This design comes from an exercise in tuning for small area, a short achievable clock period and few clock cycles on the open sky130 flow, not from production work. Function was checked by simulation only, so behaviour that the tests miss may differ from the original. Power is estimated from default activity; no workload was simulated.

==> 12-25: inputs <==
==> flow/design.v <==
package isim_pkg;
   localparam int DEF_NUM_RULES  = 16;
   localparam int DEF_MAX_RANGES = 16;
   localparam int BAR_BITS       = 12;
   localparam int IDX_IN_W       = 4;
   localparam int WEIGHT_W       = 16;
   localparam int HAND_W         = 2;
   localparam int STATUS_W       = 3;
   localparam int COUNT_OUT_W    = 5;
   typedef enum logic [STATUS_W-1:0] {
      ST_CREATED  = 3'd0,
      ST_MERGED   = 3'd1,
      ST_ORDER    = 3'd2,
      ST_MISMATCH = 3'd3,
      ST_FULL     = 3'd4
   } status_type;
   typedef enum logic [2:0] {
      S_IDLE,
      S_META,
      S_SCAN,
      S_CHECK,
      S_MOVE,
      S_PLACE
   } state_type;
   typedef struct packed {
      logic wr_en;
      logic rd_en;
   } ram_ctl_type;
   function automatic integer addr_bits(input integer depth);
      addr_bits = (depth > 1) ? $clog2(depth) : 1;
   endfunction
endpackage
module interval_set_insert_merge_unit
#(
   parameter int NUM_RULES  = isim_pkg::DEF_NUM_RULES,
   parameter int MAX_RANGES = isim_pkg::DEF_MAX_RANGES
) (
   input  logic                   clock,
   input  logic                   reset,
   input  logic                   req_valid,
   output logic                   req_ready,
   input  logic [isim_pkg::IDX_IN_W-1:0]    req_rule_index,
   input  logic [isim_pkg::BAR_BITS-1:0]    req_start_bar,
   input  logic [isim_pkg::BAR_BITS-1:0]    req_end_bar,
   input  logic [isim_pkg::WEIGHT_W-1:0]    req_rule_weight,
   input  logic [isim_pkg::HAND_W-1:0]      req_hand_kind,
   output logic                   rsp_valid,
   input  logic                   rsp_ready,
   output logic [isim_pkg::STATUS_W-1:0]    rsp_status,
   output logic [isim_pkg::COUNT_OUT_W-1:0] rsp_range_count,
   output logic [isim_pkg::BAR_BITS-1:0]    rsp_merged_start,
   output logic [isim_pkg::BAR_BITS-1:0]    rsp_merged_end
);
   localparam int NR = 16;
   localparam int MR = 16;
   localparam int BW = isim_pkg::BAR_BITS;
   localparam int WW = isim_pkg::WEIGHT_W;
   localparam int HW = isim_pkg::HAND_W;
   localparam int RSP_W = 3 + 5 + 2 * BW;
   localparam int QD = 4;               
   logic [NR-1:0]                  created_q;
   logic [NR-1:0][WW-1:0]          w_q;
   logic [NR-1:0][HW-1:0]          h_q;
   logic [NR-1:0][MR-1:0]          v_q;
   logic [NR-1:0][MR-1:0][BW-1:0]  lo_q;
   logic [NR-1:0][MR-1:0][BW-1:0]  hi_q;
   logic          a_v;
   logic [3:0]    a_idx;
   logic [NR-1:0] a_oh;
   logic [BW-1:0] a_s, a_e;
   logic [WW-1:0] a_w;
   logic [HW-1:0] a_h;
   logic          b_v;
   logic [3:0]    b_idx;
   logic [BW-1:0] b_s, b_e;
   logic [WW-1:0] b_w;
   logic [HW-1:0] b_h;
   logic          b_order;
   logic          b_cr;
   logic [WW-1:0] b_rw;
   logic [HW-1:0] b_rh;
   logic [MR-1:0] b_rv;
   logic [MR-1:0][BW-1:0] b_lo, b_hi;
   logic          b_same_c, b_same_d;
   logic          c_v;
   logic [3:0]    c_idx;
   logic [WW-1:0] c_w;
   logic [HW-1:0] c_h;
   logic          c_order, c_cr, c_mism;
   logic [MR-1:0] c_vv, c_ovl;
   logic [BW-1:0] c_m_lo, c_m_hi;
   logic          d_wr;
   logic [3:0]    d_idx;
   logic [WW-1:0] d_w;
   logic [HW-1:0] d_h;
   logic [MR-1:0] d_nv, d_tgt;
   logic [BW-1:0] d_m_lo, d_m_hi;
   logic [4:0] occ;
   logic       accept, pop;
   assign req_ready = !occ[4];
   assign accept    = req_valid && !occ[4];
   always_ff @(posedge clock) begin
      if (reset) begin
         occ <= '0;
      end else if (accept && !pop) begin
         occ <= {occ[3:0], 1'b1};
      end else if (pop && !accept) begin
         occ <= {1'b0, occ[4:1]};
      end
   end
   always_ff @(posedge clock) begin
      if (reset) a_v <= 1'b0;
      else       a_v <= accept;
   end
   always_ff @(posedge clock) begin
      a_idx <= req_rule_index;
      for (int r = 0; r < NR; r++) a_oh[r] <= (req_rule_index == 4'(r));
      a_s   <= req_start_bar;
      a_e   <= req_end_bar;
      a_w   <= req_rule_weight;
      a_h   <= req_hand_kind;
   end
   logic          t_cr;
   logic [WW-1:0] t_w;
   logic [HW-1:0] t_h;
   logic [MR-1:0] t_v;
   logic [MR-1:0][BW-1:0] t_lo, t_hi;
   always_comb begin
      t_cr = 1'b0;
      t_w  = '0;
      t_h  = '0;
      t_v  = '0;
      t_lo = '0;
      t_hi = '0;
      for (int r = 0; r < NR; r++) begin
         t_cr = t_cr | (a_oh[r] & created_q[r]);
         t_w  = t_w  | ({WW{a_oh[r]}} & w_q[r]);
         t_h  = t_h  | ({HW{a_oh[r]}} & h_q[r]);
         t_v  = t_v  | ({MR{a_oh[r]}} & v_q[r]);
         t_lo = t_lo | ({MR*BW{a_oh[r]}} & lo_q[r]);
         t_hi = t_hi | ({MR*BW{a_oh[r]}} & hi_q[r]);
      end
   end
   always_ff @(posedge clock) begin
      if (reset) b_v <= 1'b0;
      else       b_v <= a_v;
   end
   always_ff @(posedge clock) begin
      b_idx    <= a_idx;
      b_s      <= a_s;
      b_e      <= a_e;
      b_w      <= a_w;
      b_h      <= a_h;
      b_order  <= a_s > a_e;
      b_cr     <= t_cr;
      b_rw     <= t_w;
      b_rh     <= t_h;
      b_rv     <= t_v;
      b_lo     <= t_lo;
      b_hi     <= t_hi;
      b_same_c <= b_v && (b_idx == a_idx);
      b_same_d <= c_v && (c_idx == a_idx);
   end
   logic [MR-1:0] c_keep, c_cand, c_tgt;
   logic          c_full, c_wr;
   assign c_keep = c_vv & ~c_ovl;
   assign c_cand = ~c_keep;
   assign c_tgt  = c_cand & (~c_cand + MR'(1));
   assign c_full = (&c_vv) && !(|c_ovl);
   assign c_wr   = c_v && !c_order && !(c_cr && (c_mism || c_full));
   logic          fc, fd;
   assign fc = c_wr && b_same_c;
   assign fd = d_wr && b_same_d;
   logic          e_cr;
   logic [WW-1:0] e_w;
   logic [HW-1:0] e_h;
   logic [MR-1:0] e_vv, use_c, use_d;
   always_comb begin
      e_cr  = b_cr || fc || fd;
      e_w   = fc ? c_w : fd ? d_w : b_rw;
      e_h   = fc ? c_h : fd ? d_h : b_rh;
      e_vv  = fc ? (c_keep | c_tgt) : fd ? d_nv : (b_cr ? b_rv : '0);
      use_c = fc ? c_tgt : '0;
      use_d = fd ? (d_tgt & ~use_c) : '0;
   end
   logic cm_ge, cm_le, cm_lt, cm_gt, dm_ge, dm_le, dm_lt, dm_gt;
   assign cm_ge = c_m_hi >= b_s;
   assign cm_le = c_m_lo <= b_e;
   assign cm_lt = c_m_lo <  b_s;
   assign cm_gt = c_m_hi >  b_e;
   assign dm_ge = d_m_hi >= b_s;
   assign dm_le = d_m_lo <= b_e;
   assign dm_lt = d_m_lo <  b_s;
   assign dm_gt = d_m_hi >  b_e;
   logic [MR-1:0] ovl, sl_t, sh_t, sl_c, sh_c, sl_d, sh_d;
   always_comb begin
      for (int j = 0; j < MR; j++) begin
         logic ge, le, lt, gt;
         ge = b_hi[j] >= b_s;
         le = b_lo[j] <= b_e;
         lt = b_lo[j] <  b_s;
         gt = b_hi[j] >  b_e;
         if (use_c[j])      ovl[j] = e_vv[j] && cm_ge && cm_le;
         else if (use_d[j]) ovl[j] = e_vv[j] && dm_ge && dm_le;
         else               ovl[j] = e_vv[j] && ge && le;
         sl_t[j] = ovl[j] && !use_c[j] && !use_d[j] && lt;
         sh_t[j] = ovl[j] && !use_c[j] && !use_d[j] && gt;
         sl_c[j] = ovl[j] && use_c[j] && cm_lt;
         sh_c[j] = ovl[j] && use_c[j] && cm_gt;
         sl_d[j] = ovl[j] && use_d[j] && dm_lt;
         sh_d[j] = ovl[j] && use_d[j] && dm_gt;
      end
   end
   logic [BW-1:0] or_lo, or_hi, m_lo, m_hi;
   always_comb begin
      or_lo = ({BW{|sl_c}} & c_m_lo) | ({BW{|sl_d}} & d_m_lo);
      or_hi = ({BW{|sh_c}} & c_m_hi) | ({BW{|sh_d}} & d_m_hi);
      for (int j = 0; j < MR; j++) begin
         or_lo = or_lo | ({BW{sl_t[j]}} & b_lo[j]);
         or_hi = or_hi | ({BW{sh_t[j]}} & b_hi[j]);
      end
      m_lo = (|{sl_t, sl_c, sl_d}) ? or_lo : b_s;
      m_hi = (|{sh_t, sh_c, sh_d}) ? or_hi : b_e;
   end
   always_ff @(posedge clock) begin
      if (reset) c_v <= 1'b0;
      else       c_v <= b_v;
   end
   always_ff @(posedge clock) begin
      c_idx   <= b_idx;
      c_w     <= b_w;
      c_h     <= b_h;
      c_order <= b_order;
      c_cr    <= e_cr;
      c_mism  <= (e_w != b_w) || (e_h != b_h);
      c_vv    <= e_cr ? e_vv : '0;
      c_ovl   <= ovl;
      c_m_lo  <= m_lo;
      c_m_hi  <= m_hi;
   end
   logic [NR-1:0] c_oh;
   always_comb begin
      for (int r = 0; r < NR; r++) c_oh[r] = (c_idx == 4'(r));
   end
   for (genvar r = 0; r < NR; r++) begin : g_rule
      logic wr_rule;
      assign wr_rule = c_wr && c_oh[r];
      always_ff @(posedge clock) begin
         if (wr_rule) begin
            w_q[r] <= c_w;
            h_q[r] <= c_h;
            v_q[r] <= c_keep | c_tgt;
         end
      end
      for (genvar j = 0; j < MR; j++) begin : g_slot
         always_ff @(posedge clock) begin
            if (wr_rule && c_tgt[j]) begin
               lo_q[r][j] <= c_m_lo;
               hi_q[r][j] <= c_m_hi;
            end
         end
      end
   end
   always_ff @(posedge clock) begin
      if (reset) begin
         created_q <= '0;
      end else if (c_wr) begin
         created_q <= created_q | c_oh;
      end
   end
   always_ff @(posedge clock) begin
      if (reset) d_wr <= 1'b0;
      else       d_wr <= c_wr;
   end
   always_ff @(posedge clock) begin
      d_idx  <= c_idx;
      d_w    <= c_w;
      d_h    <= c_h;
      d_nv   <= c_keep | c_tgt;
      d_tgt  <= c_tgt;
      d_m_lo <= c_m_lo;
      d_m_hi <= c_m_hi;
   end
   logic [4:0] held, kept;
   always_comb begin
      held = '0;
      kept = '0;
      for (int j = 0; j < MR; j++) begin
         held = held + 5'(c_vv[j]);
         kept = kept + 5'(c_keep[j]);
      end
   end
   logic [2:0]       st;
   logic [RSP_W-1:0] rsp_new;
   always_comb begin
      if (c_order)     st = isim_pkg::ST_ORDER;
      else if (!c_cr)  st = isim_pkg::ST_CREATED;
      else if (c_mism) st = isim_pkg::ST_MISMATCH;
      else if (c_full) st = isim_pkg::ST_FULL;
      else             st = isim_pkg::ST_MERGED;
      if (st == isim_pkg::ST_CREATED || st == isim_pkg::ST_MERGED)
         rsp_new = {st, kept + 5'd1, c_m_lo, c_m_hi};
      else
         rsp_new = {st, held, {BW{1'b0}}, {BW{1'b0}}};
   end
   logic                      hv;
   logic [RSP_W-1:0]          head_q;
   logic [QD-1:0][RSP_W-1:0]  fifo_q;
   logic [1:0]                rd_p, wr_p;
   logic [2:0]                f_cnt;
   logic                      f_empty, hload, f_pop, f_push;
   assign pop     = hv && rsp_ready;
   assign hload   = !hv || pop;
   assign f_empty = (f_cnt == 3'd0);
   assign f_pop   = hload && !f_empty;
   assign f_push  = c_v && !(hload && f_empty);
   always_ff @(posedge clock) begin
      if (reset) begin
         hv    <= 1'b0;
         rd_p  <= '0;
         wr_p  <= '0;
         f_cnt <= '0;
      end else begin
         if (hload) hv <= !f_empty || c_v;
         if (f_pop)  rd_p <= rd_p + 2'd1;
         if (f_push) wr_p <= wr_p + 2'd1;
         f_cnt <= f_cnt + 3'(f_push) - 3'(f_pop);
      end
   end
   always_ff @(posedge clock) begin
      if (hload) head_q <= f_empty ? rsp_new : fifo_q[rd_p];
      for (int i = 0; i < QD; i++) begin
         if (f_push && wr_p == 2'(i)) fifo_q[i] <= rsp_new;
      end
   end
   assign rsp_valid = hv;
   assign {rsp_status, rsp_range_count, rsp_merged_start, rsp_merged_end} = head_q;
endmodule
==> flow/run.sh <==
#!/bin/bash
# synth_recipe.tcl (not shown) runs the flow's synth.tcl, then flattens the netlist and writes it again
# the make line also repeats each setting of config.mk as NAME=value (left out here)
make -C /OpenROAD-flow-scripts/flow DESIGN_CONFIG=/design/flow/config.mk WORK_HOME=/design/flow/orfs CLKGATE_MAP_FILE= SYNTH_SCRIPT=/design/flow/synth_recipe.tcl finish
==> flow/config.mk <==
export PLATFORM = sky130hd
export DESIGN_NAME = interval_set_insert_merge_unit
export DESIGN_NICKNAME = interval_set_insert_merge_unit
export VERILOG_FILES = /design/flow/design.v
export SDC_FILE = /design/flow/constraint.sdc
export NUM_CORES = 4
export LEC_CHECK = 0
export CAP_MARGIN = 20
export CORE_MARGIN = 2
export CORE_UTILIZATION = 30
export PLACE_DENSITY = 0.45
export SETUP_SLACK_MARGIN = 5
export SLEW_MARGIN = 20
export SYNTH_MEMORY_MAX_BITS = 16384
==> flow/constraint.sdc <==
create_clock -name core_clock -period 12.0 [get_ports {clock}]
set_input_delay 2.4000 -clock core_clock [delete_from_list [all_inputs] [get_ports {clock}]]
set_output_delay 2.4000 -clock core_clock [all_outputs]
set_load 0.01 [all_outputs]
==> inputs of 08-23, as changes to 12-25 <==
--- a/flow/design.v
+++ b/flow/design.v
@@ -59,3 +59,4 @@
    localparam int RSP_W = 3 + 5 + 2 * BW;
-   localparam int QD = 4;               
+   localparam int QD = 5;               
+   localparam int CAP = QD + 1;         
    logic [NR-1:0]                  created_q;
@@ -79,4 +80,3 @@
    logic          b_cr;
-   logic [WW-1:0] b_rw;
-   logic [HW-1:0] b_rh;
+   logic          b_mism_t;             
    logic [MR-1:0] b_rv;
@@ -89,6 +89,7 @@
    logic          c_order, c_cr, c_mism;
-   logic [MR-1:0] c_vv, c_ovl;
+   logic [NR-1:0] c_oh;
+   logic [MR-1:0] c_vvp, c_ovlp;        
+   logic          c_virt, c_ovlv;       
    logic [BW-1:0] c_m_lo, c_m_hi;
    logic          d_wr;
-   logic [3:0]    d_idx;
    logic [WW-1:0] d_w;
@@ -97,6 +98,6 @@
    logic [BW-1:0] d_m_lo, d_m_hi;
-   logic [4:0] occ;
-   logic       accept, pop;
-   assign req_ready = !occ[4];
-   assign accept    = req_valid && !occ[4];
+   logic [CAP-1:0] occ;
+   logic           accept, pop;
+   assign req_ready = !occ[CAP-1];
+   assign accept    = req_valid && !occ[CAP-1];
    always_ff @(posedge clock) begin
@@ -105,5 +106,5 @@
       end else if (accept && !pop) begin
-         occ <= {occ[3:0], 1'b1};
+         occ <= {occ[CAP-2:0], 1'b1};
       end else if (pop && !accept) begin
-         occ <= {1'b0, occ[4:1]};
+         occ <= {1'b0, occ[CAP-1:1]};
       end
@@ -155,4 +156,3 @@
       b_cr     <= t_cr;
-      b_rw     <= t_w;
-      b_rh     <= t_h;
+      b_mism_t <= (t_w != a_w) || (t_h != a_h);
       b_rv     <= t_v;
@@ -163,4 +163,6 @@
    end
-   logic [MR-1:0] c_keep, c_cand, c_tgt;
+   logic [MR-1:0] c_vv, c_ovl, c_keep, c_cand, c_tgt;
    logic          c_full, c_wr;
+   assign c_vv   = c_vvp  | (c_virt ? d_tgt : '0);
+   assign c_ovl  = c_ovlp | ((c_virt && c_ovlv) ? d_tgt : '0);
    assign c_keep = c_vv & ~c_ovl;
@@ -169,3 +171,3 @@
    assign c_full = (&c_vv) && !(|c_ovl);
-   assign c_wr   = c_v && !c_order && !(c_cr && (c_mism || c_full));
+   assign c_wr   = c_v && !c_order && !(c_cr && c_mism);
    logic          fc, fd;
@@ -173,13 +175,11 @@
    assign fd = d_wr && b_same_d;
-   logic          e_cr;
-   logic [WW-1:0] e_w;
-   logic [HW-1:0] e_h;
-   logic [MR-1:0] e_vv, use_c, use_d;
+   logic          e_cr, e_mism, virt;
+   logic [MR-1:0] e_vv, use_d;
    always_comb begin
-      e_cr  = b_cr || fc || fd;
-      e_w   = fc ? c_w : fd ? d_w : b_rw;
-      e_h   = fc ? c_h : fd ? d_h : b_rh;
-      e_vv  = fc ? (c_keep | c_tgt) : fd ? d_nv : (b_cr ? b_rv : '0);
-      use_c = fc ? c_tgt : '0;
-      use_d = fd ? (d_tgt & ~use_c) : '0;
+      e_cr   = b_cr || fc || fd;
+      e_mism = fc ? ((c_w != b_w) || (c_h != b_h)) :
+               fd ? ((d_w != b_w) || (d_h != b_h)) : b_mism_t;
+      virt   = fc && !c_full;
+      e_vv  = fc ? c_keep : fd ? d_nv : (b_cr ? b_rv : '0);
+      use_d = fd ? d_tgt : '0;
    end
@@ -194,3 +194,4 @@
    assign dm_gt = d_m_hi >  b_e;
-   logic [MR-1:0] ovl, sl_t, sh_t, sl_c, sh_c, sl_d, sh_d;
+   logic [MR-1:0] ovl, sl_t, sh_t, sl_d, sh_d;
+   logic          ovl_v, sl_v, sh_v;
    always_comb begin
@@ -202,9 +203,6 @@
          gt = b_hi[j] >  b_e;
-         if (use_c[j])      ovl[j] = e_vv[j] && cm_ge && cm_le;
-         else if (use_d[j]) ovl[j] = e_vv[j] && dm_ge && dm_le;
-         else               ovl[j] = e_vv[j] && ge && le;
-         sl_t[j] = ovl[j] && !use_c[j] && !use_d[j] && lt;
-         sh_t[j] = ovl[j] && !use_c[j] && !use_d[j] && gt;
-         sl_c[j] = ovl[j] && use_c[j] && cm_lt;
-         sh_c[j] = ovl[j] && use_c[j] && cm_gt;
+         if (use_d[j]) ovl[j] = e_vv[j] && dm_ge && dm_le;
+         else          ovl[j] = e_vv[j] && ge && le;
+         sl_t[j] = ovl[j] && !use_d[j] && lt;
+         sh_t[j] = ovl[j] && !use_d[j] && gt;
          sl_d[j] = ovl[j] && use_d[j] && dm_lt;
@@ -212,2 +210,5 @@
       end
+      ovl_v = virt && cm_ge && cm_le;
+      sl_v  = ovl_v && cm_lt;
+      sh_v  = ovl_v && cm_gt;
    end
@@ -215,4 +216,4 @@
    always_comb begin
-      or_lo = ({BW{|sl_c}} & c_m_lo) | ({BW{|sl_d}} & d_m_lo);
-      or_hi = ({BW{|sh_c}} & c_m_hi) | ({BW{|sh_d}} & d_m_hi);
+      or_lo = ({BW{sl_v}} & c_m_lo) | ({BW{|sl_d}} & d_m_lo);
+      or_hi = ({BW{sh_v}} & c_m_hi) | ({BW{|sh_d}} & d_m_hi);
       for (int j = 0; j < MR; j++) begin
@@ -221,4 +222,4 @@
       end
-      m_lo = (|{sl_t, sl_c, sl_d}) ? or_lo : b_s;
-      m_hi = (|{sh_t, sh_c, sh_d}) ? or_hi : b_e;
+      m_lo = (|{sl_t, sl_d, sl_v}) ? or_lo : b_s;
+      m_hi = (|{sh_t, sh_d, sh_v}) ? or_hi : b_e;
    end
@@ -234,5 +235,8 @@
       c_cr    <= e_cr;
-      c_mism  <= (e_w != b_w) || (e_h != b_h);
-      c_vv    <= e_cr ? e_vv : '0;
-      c_ovl   <= ovl;
+      c_mism  <= e_mism;
+      for (int r = 0; r < NR; r++) c_oh[r] <= (b_idx == 4'(r));
+      c_vvp   <= e_cr ? e_vv : '0;
+      c_ovlp  <= ovl;
+      c_virt  <= virt;
+      c_ovlv  <= ovl_v;
       c_m_lo  <= m_lo;
@@ -240,6 +244,2 @@
    end
-   logic [NR-1:0] c_oh;
-   always_comb begin
-      for (int r = 0; r < NR; r++) c_oh[r] = (c_idx == 4'(r));
-   end
    for (genvar r = 0; r < NR; r++) begin : g_rule
@@ -275,3 +275,2 @@
    always_ff @(posedge clock) begin
-      d_idx  <= c_idx;
       d_w    <= c_w;
@@ -283,13 +282,9 @@
    end
-   logic [4:0] held, kept;
-   always_comb begin
-      held = '0;
-      kept = '0;
-      for (int j = 0; j < MR; j++) begin
-         held = held + 5'(c_vv[j]);
-         kept = kept + 5'(c_keep[j]);
-      end
-   end
-   logic [2:0]       st;
-   logic [RSP_W-1:0] rsp_new;
+   logic          r_v;
+   logic [2:0]    r_st;
+   logic [MR-1:0] r_cset;               
+   logic          r_inc;                
+   logic [BW-1:0] r_lo, r_hi;
+   logic [2:0] st;
+   logic       ok;
    always_comb begin
@@ -300,7 +295,22 @@
       else             st = isim_pkg::ST_MERGED;
-      if (st == isim_pkg::ST_CREATED || st == isim_pkg::ST_MERGED)
-         rsp_new = {st, kept + 5'd1, c_m_lo, c_m_hi};
-      else
-         rsp_new = {st, held, {BW{1'b0}}, {BW{1'b0}}};
+      ok = (st == isim_pkg::ST_CREATED) || (st == isim_pkg::ST_MERGED);
+   end
+   always_ff @(posedge clock) begin
+      if (reset) r_v <= 1'b0;
+      else       r_v <= c_v;
+   end
+   always_ff @(posedge clock) begin
+      r_st   <= st;
+      r_cset <= ok ? c_keep : c_vv;
+      r_inc  <= ok;
+      r_lo   <= ok ? c_m_lo : '0;
+      r_hi   <= ok ? c_m_hi : '0;
+   end
+   logic [4:0] r_cnt;
+   always_comb begin
+      r_cnt = 5'(r_inc);
+      for (int j = 0; j < MR; j++) r_cnt = r_cnt + 5'(r_cset[j]);
    end
+   logic [RSP_W-1:0] rsp_new;
+   assign rsp_new = {r_st, r_cnt, r_lo, r_hi};
    logic                      hv;
@@ -308,3 +318,3 @@
    logic [QD-1:0][RSP_W-1:0]  fifo_q;
-   logic [1:0]                rd_p, wr_p;
+   logic [2:0]                rd_p, wr_p;
    logic [2:0]                f_cnt;
@@ -315,3 +325,3 @@
    assign f_pop   = hload && !f_empty;
-   assign f_push  = c_v && !(hload && f_empty);
+   assign f_push  = r_v && !(hload && f_empty);
    always_ff @(posedge clock) begin
@@ -323,5 +333,5 @@
       end else begin
-         if (hload) hv <= !f_empty || c_v;
-         if (f_pop)  rd_p <= rd_p + 2'd1;
-         if (f_push) wr_p <= wr_p + 2'd1;
+         if (hload) hv <= !f_empty || r_v;
+         if (f_pop)  rd_p <= (rd_p == 3'(QD - 1)) ? 3'd0 : rd_p + 3'd1;
+         if (f_push) wr_p <= (wr_p == 3'(QD - 1)) ? 3'd0 : wr_p + 3'd1;
          f_cnt <= f_cnt + 3'(f_push) - 3'(f_pop);
@@ -332,3 +342,3 @@
       for (int i = 0; i < QD; i++) begin
-         if (f_push && wr_p == 2'(i)) fifo_q[i] <= rsp_new;
+         if (r_v && wr_p == 3'(i)) fifo_q[i] <= rsp_new;
       end
==> flow/flow/run.sh (new file) <==
#!/bin/bash
# The standard layout, with timing repair aiming below the clock period:
# the repair steps treat any setup slack under SETUP_SLACK_MARGIN as a
# violation. The SDC (clock period, I/O delays) is left as it is.
set -euo pipefail
export SETUP_SLACK_MARGIN=7.8
bash standard.sh > standard.log 2>&1
==> flow/standard.sh (new file) <==
#!/bin/bash
# synth_recipe.tcl (not shown) runs the flow's synth.tcl, then flattens the netlist and writes it again
# the make line also repeats each setting of config.mk as NAME=value (left out here)
make -C /OpenROAD-flow-scripts/flow DESIGN_CONFIG=/design/flow/config.mk WORK_HOME=/design/flow/orfs CLKGATE_MAP_FILE= SYNTH_SCRIPT=/design/flow/synth_recipe.tcl "${@:-finish}"
CTS_CLUSTER_DIAMETER = 80   (was unset)
CTS_CLUSTER_SIZE = 30   (was unset)
SETUP_SLACK_MARGIN = unset   (was 5)
removed: flow/run.sh
==> notes <==
- 08-23 completed with no timing, DRC or antenna violations. 12-25 produced a clean layout.
- Hold slack: 08-23 is higher than 12-25 (56 ps).
- Between 08-23 and 12-25, the lower clock skew is in 12-25 (gap 28 ps).
- Between 08-23 and 12-25, the lower synthesized cell count is in 08-23 (gap about 0.3%, measured against 12-25).
- First-iteration DRC count: 12-25 is lower than 08-23 (9.9%).
- In 08-23 the final cell count is lower than in 12-25, by about 1.2%.
- Against 08-23, the critical path depth of 12-25 is higher by 14.
- Against 12-25, the via count of 08-23 is smaller by 0.38%.
- In sequential power, 12-25 and 08-23 hardly differ.
- In 08-23 the area after synthesis is larger than in 12-25, by about 0.35%.
- Against 08-23, the non-clock buffer count of 12-25 is lower by 194.
==> figures <==
| metric | 08-23 | 12-25 |
|---|---|---|
| DRC marker count from the first detailed-route iteration | 21900 | 19700 |
| Crit path buffers/inverters | 1 | 4 |
| Relative slew margins | 0.115 | 0.115 |
| Number of antenna violations at the first check in global routing | 122 | 85 |
| Clock distribution power | 0.0177 W | 0.0238 W |
| Path depth of the worst reg2reg path | 14 | 15 |
| EDFF count, synth | 6864 | 6832 |
| FF-to-FF setup slack | 7690 ps | 6430 ps |
| Combinational power | 0.00334 W | 0.00324 W |
| Vias after detailed routing | 168000 | 169000 |
| Power share of the clock group | 0.346 | 0.418 |
| Met1 global-route usage | 0.314 | 0.310 |
| Clock buffers created by TritonCTS | 408 | 782 |
| Avg WL per Cell | 37.6 um | 36.6 um |
| N_diodes | 80 | 48 |
| Final setup margin | 7690 ps | 6430 ps |
| Area taken by multi-input logic gates | 0.0615 mm^2 | 0.0611 mm^2 |
| Combined area of all synthesized cells | 0.284 mm^2 | 0.283 mm^2 |
| Net switching power | 0.0130 W | 0.0136 W |
| Outcome | no timing/DRC/antenna violations | no timing/DRC/antenna violations |
| Areal power density over the cells | 158 mW/mm^2 | 173 mW/mm^2 |
| Crit path time final | 4310 ps | 5570 ps |
Testbench counts of 12-25, summed over its fixed seeds: cycles 9,632.
Testbench counts of 08-23, summed over its fixed seeds: cycles 9,640.

separate check: timing with driven ports:
The results above use ideal ports. As a check the final layouts listed here were re-extracted and re-timed, cells and wires unchanged.
Step 1 sets driving cells, clkbuf_16 on the clock port and buf_2 on the other inputs (assumed; they add their load-dependent delay and slew).
Step 2, shift: input delay + t, output delay - t, t = (earliest + latest rising clock arrival at the registers) / 2. This alone moves slack from input paths to output paths.
Slacks: no drivers / after step 1 / after step 2; pairs: no drivers / after step 1.
| run | shift t [ns] | setup slack, ns | clock arrival spread, ns | worst register clock-pin slew, ns | worst data-port slew with drivers (ns) |
|---|---|---|---|---|---|
| 12-25 | 1.329 | 6.434 / 6.434 / 6.434 | 0.081 / 0.081 | 0.08 / 0.08 | 0.13 |
| 08-23 | 1.290 | 7.687 / 7.512 / 7.017 | 0.130 / 0.129 | 0.12 / 0.12 | 0.15 |
After both steps every run listed still meets setup and hold. The setup slack of 08-23, which loses most, moves by -0.175 ns with the drivers and by -0.670 ns with both steps.
